Source: an optimization exercise on an open RTL-to-GDS flow (aim: small area, a short achievable clock period and few clock cycles). Production flows keep margins and buffers that such runs may drop.
RTL that was checked went through simulation tests only; none was proved equivalent to the original.
Power and IR drop assume default switching activity.

## sparse_fmap_loader
module sparse_fmap_loader (
    input  logic                         clk,
    input  logic                         rst_n,
    input  logic                         start,
    input  fmap_pkg::mem_addr_t          cfg_read_addr,
    input  fmap_pkg::dim_t               cfg_width,
    input  fmap_pkg::dim_t               cfg_height,
    input  fmap_pkg::fmap_cnt_t          cfg_num_fmap,
    output logic                         mem_req,
    output fmap_pkg::mem_addr_t          mem_addr,
    output logic [fmap_pkg::LEN_W-1:0]   mem_len,
    input  logic                         mem_grant,
    input  fmap_pkg::mem_word_t          mem_din,
    input  logic                         mem_vld,
    input  logic                         mem_fin,
    output logic                         px_req,
    input  logic                         px_grant,
    output fmap_pkg::px_addr_t           px_addr,
    output logic                         px_wr_vld,
    output fmap_pkg::pixel_t             px_dout,
    output logic                         track_write,
    output fmap_pkg::px_addr_t           track_din,
    output logic                         busy,
    output logic                         done
);
==> flow/config.mk <==
export PLATFORM = sky130hd
export DESIGN_NAME = sparse_fmap_loader
export DESIGN_NICKNAME = sparse_fmap_loader
export VERILOG_FILES = /design/flow/design.v
export SDC_FILE = /design/flow/constraint.sdc
export NUM_CORES = 4
export LEC_CHECK = 0
export CAP_MARGIN = 20
export CORE_MARGIN = 2
export CORE_UTILIZATION = 40
export SETUP_SLACK_MARGIN = 2.5
export SLEW_MARGIN = 20
==> flow/constraint.sdc <==
create_clock -name core_clock -period 5.5 [get_ports {clk}]
set_input_delay 1.1000 -clock core_clock [delete_from_list [all_inputs] [get_ports {clk}]]
set_output_delay 1.1000 -clock core_clock [all_outputs]
set_load 0.01 [all_outputs]
run.sh (not shown) runs the stock make flow with config.mk's settings and CLKGATE_MAP_FILE= SYNTH_SCRIPT=/design/flow/synth_recipe.tcl, a recipe that flattens the netlist after the stock synthesis.
The baseline produced a clean layout.
==> next run, changes <==
==> flow/flow/run.sh (new file) <==
#!/bin/bash
set -euo pipefail
echo 'export BUFFER_PORTS_ARGS = -buffer_cell sky130_fd_sc_hd__buf_1' >> config.mk
bash standard.sh > standard.log 2>&1
==> flow/standard.sh (new file) <==
#!/bin/bash
# synth_recipe.tcl (not shown) runs the flow's synth.tcl, then flattens the netlist and writes it again
# the make line also repeats each setting of config.mk as NAME=value (left out here)
make -C /OpenROAD-flow-scripts/flow DESIGN_CONFIG=/design/flow/config.mk WORK_HOME=/design/flow/orfs CLKGATE_MAP_FILE= SYNTH_SCRIPT=/design/flow/synth_recipe.tcl "${@:-finish}"
--- a/flow/config.mk
+++ b/flow/config.mk
@@ -12,0 +13 @@
+export BUFFER_PORTS_ARGS = -buffer_cell sky130_fd_sc_hd__buf_1
removed: flow/run.sh
Effect: The new run passed the timing, design-rule and antenna checks. Via count fell by 0.34%. Design area decreases by about 4.6%. Critical path depth stays the same. Area after synthesis stays the same. Wire length is lower by 2.6%.
Function was not checked in any run of this note: the RTL went through the layout flow alone.

* * *

Another version of the RTL of sparse_fmap_loader (not shown whole).
Size in the first run: ~1,500 cells after synthesis, ~480 flip-flops, ~200 I/O pins.
Settings: LEC_CHECK=0, CAP_MARGIN=20, CORE_MARGIN=2, CORE_UTILIZATION=60, CTS_CLUSTER_DIAMETER=70, CTS_CLUSTER_SIZE=30, SETUP_SLACK_MARGIN=3.0, SLEW_MARGIN=20, BUFFER_PORTS_ARGS=-buffer_cell sky130_fd_sc_hd__buf_1; clock period 5.5 ns.
standard.sh (not shown) runs the stock make flow with config.mk's settings and CLKGATE_MAP_FILE= SYNTH_SCRIPT=/design/flow/synth_recipe.tcl, a recipe that flattens the netlist after the stock synthesis.
==> flow/flow/run.sh <==
#!/bin/bash
set -euo pipefail
echo 'export BUFFER_PORTS_ARGS = -buffer_cell sky130_fd_sc_hd__buf_1' >> config.mk
bash standard.sh > standard.log 2>&1
Testbench counts at the start, summed over its fixed seeds: cycles 40,856.
==> next run, changes <==
- CTS_CLUSTER_DIAMETER: 70 -> 100
- CTS_CLUSTER_SIZE: 30 -> 25
The new run finished clean.
Power went down by about 6%.
Die area does not change.
Via count went down by 1.2%.
Utilization fell by 1.1 points.
Flip-flop and latch count is unchanged.
Sequential power is about the same.
Non-clock buffer count stays the same.
Setup slack improves by 0.0099 ns.
Routed wire length falls by 0.42%.
Combinational power hardly moves.
Synthesized cell count does not change.
==> next run, changes <==
- SETUP_SLACK_MARGIN: 3.0 -> 3.3
What happened:
- The changed run went through all stages and came out clean
- non-clock buffer count came out higher by 69
- total power came out higher by 4.1%
- setup slack gets better by 0.19 ns
- wire length is about the same
- synthesized area is unchanged

* * *

Another version of the RTL of sparse_fmap_loader (not shown whole).
For scale: about 1,400 cells after synthesis, roughly 470 flip-flops, ~200 I/O pins, ~20,000 um^2 of cells after synthesis.
==> flow/config.mk <==
export PLATFORM = sky130hd
export DESIGN_NAME = sparse_fmap_loader
export DESIGN_NICKNAME = sparse_fmap_loader
export VERILOG_FILES = /design/flow/design.v
export SDC_FILE = /design/flow/constraint.sdc
export NUM_CORES = 4
export LEC_CHECK = 0
export CAP_MARGIN = 20
export CORE_MARGIN = 2
export CORE_UTILIZATION = 75
export CTS_CLUSTER_DIAMETER = 100
export CTS_CLUSTER_SIZE = 25
export SETUP_SLACK_MARGIN = 3.3
export SLEW_MARGIN = 20
export BUFFER_PORTS_ARGS = -buffer_cell sky130_fd_sc_hd__buf_1
==> flow/constraint.sdc <==
create_clock -name core_clock -period 5.5 [get_ports {clk}]
set_input_delay 1.1000 -clock core_clock [delete_from_list [all_inputs] [get_ports {clk}]]
set_output_delay 1.1000 -clock core_clock [all_outputs]
set_load 0.01 [all_outputs]
Scripts as last shown in full above: flow/flow/run.sh
The first run finished with timing, DRC and antenna clean.
Testbench counts at the start, summed over its fixed seeds: cycles 40,504.
Change:
CORE_UTILIZATION = 60   (was 75)
Outcome: The new run passed the timing, design-rule and antenna checks. Power went down slightly. Non-clock buffer count drops by 15. Cell count goes up by a few percent. Die area came out higher by a quarter to a third. Synthesized area is unchanged. Routed wire length is lower by a few percent. Worst setup slack improves by 48 ps. Clock power hardly moves. Via count drops by a few percent. Final area barely changes. Critical path depth does not change.

* * *

== quartz ==
sparse_fmap_loader, a different RTL version from the one above (not shown whole).
For scale: ~1,400 cells after synthesis, about 470 flip-flops, roughly 200 I/O pins, ~0.019 sq mm of cells after synthesis.
export LEC_CHECK = 0
export CAP_MARGIN = 20
export CORE_MARGIN = 2
export CORE_UTILIZATION = 65
export CTS_CLUSTER_DIAMETER = 100
export CTS_CLUSTER_SIZE = 30
export SETUP_SLACK_MARGIN = 3.3
export SLEW_MARGIN = 20
export BUFFER_PORTS_ARGS = -buffer_cell sky130_fd_sc_hd__buf_1
create_clock -name core_clock -period 5.5 [get_ports {clk}]
Scripts as last shown in full above: flow/flow/run.sh
In summary, quartz completed successfully, with a layout that passed the timing, design-rule and antenna checks.
Testbench counts of quartz, summed over its fixed seeds: cycles 40,504.
Changes in garnet relative to quartz:
diff --git a/flow/config.mk b/flow/config.mk
--- a/flow/config.mk
+++ b/flow/config.mk
@@ -10 +10 @@
-export CORE_UTILIZATION = 65
+export CORE_UTILIZATION = 60
@@ -13 +13 @@
-export SETUP_SLACK_MARGIN = 3.3
+export SETUP_SLACK_MARGIN = 3.2
--- outcome ---
Per the comparison of garnet with quartz, clock transition at the registers of the reported paths was more or less identical, fmax fell by 0.0049 GHz. Row combinational cell fraction of total power: garnet lower / quartz higher. Of garnet and quartz, it is garnet that has the higher total die area. garnet has less setup slack than quartz. quartz reports its type of the worst setup path as reg2out while garnet reports in2reg.
The inputs of amber differ from those of garnet as listed below.
diff --git a/flow/config.mk b/flow/config.mk
--- a/flow/config.mk
+++ b/flow/config.mk
@@ -13 +13 @@
-export SETUP_SLACK_MARGIN = 3.2
+export SETUP_SLACK_MARGIN = 3.3
Side by side, non-clock buffer count turned out higher in amber than in garnet. amber did not stop at any stage, and its layout met the timing, design-rule and antenna checks. The number of gates resized after cts in amber sits 94 above the value recorded for garnet. Per the comparison of amber with garnet, via count went up about 0.9%; number of filler instances in the final layout decreased 1.4%.

[port drivers added, routing unchanged]
In the flow no input, the clock included, has a driving cell. The finished layouts below were timed again as built, in two steps. Step 1: set_driving_cell puts a clkbuf_16 on clk and a buf_2 on each other input, an assumption about the parent block. Step 2 also shifts input and output timing later by t, the mid clock arrival at the registers, as if the neighbouring blocks saw the same clock. a / b / c = no drivers / after step 1 / after step 2; a / b = the first two.
| run | t, ns | setup slack, ns | latest minus earliest clock arrival (ns) |
|---|---|---|---|
| the first run of note 1 | 0.639 | 2.475 / 2.475 / 1.990 | 0.040 / 0.039 |
| the second run of note 1 | 0.639 | 2.510 / 2.510 / 2.193 | 0.053 / 0.053 |
| the first run of note 2 | 0.633 | 3.056 / 3.001 / 2.519 | 0.022 / 0.022 |
| the second run of note 2 | 0.613 | 3.065 / 3.013 / 2.582 | 0.019 / 0.019 |
| the third run of note 2 | 0.610 | 3.251 / 3.200 / 2.720 | 0.028 / 0.028 |
| the first run of note 3 | 0.611 | 3.207 / 3.156 / 2.730 | 0.032 / 0.032 |
| the second run of note 3 | 0.590 | 3.255 / 3.202 / 2.768 | 0.020 / 0.020 |
| quartz | 0.579 | 3.272 / 3.219 / 2.782 | 0.030 / 0.029 |
| garnet | 0.599 | 3.247 / 3.196 / 2.679 | 0.025 / 0.025 |
| amber | 0.601 | 3.286 / 3.232 / 2.775 | 0.021 / 0.021 |
After both steps setup and hold are still met in every run listed. For garnet, which loses most, drivers alone change the setup slack by -0.051 ns; drivers and shift together by -0.568 ns.
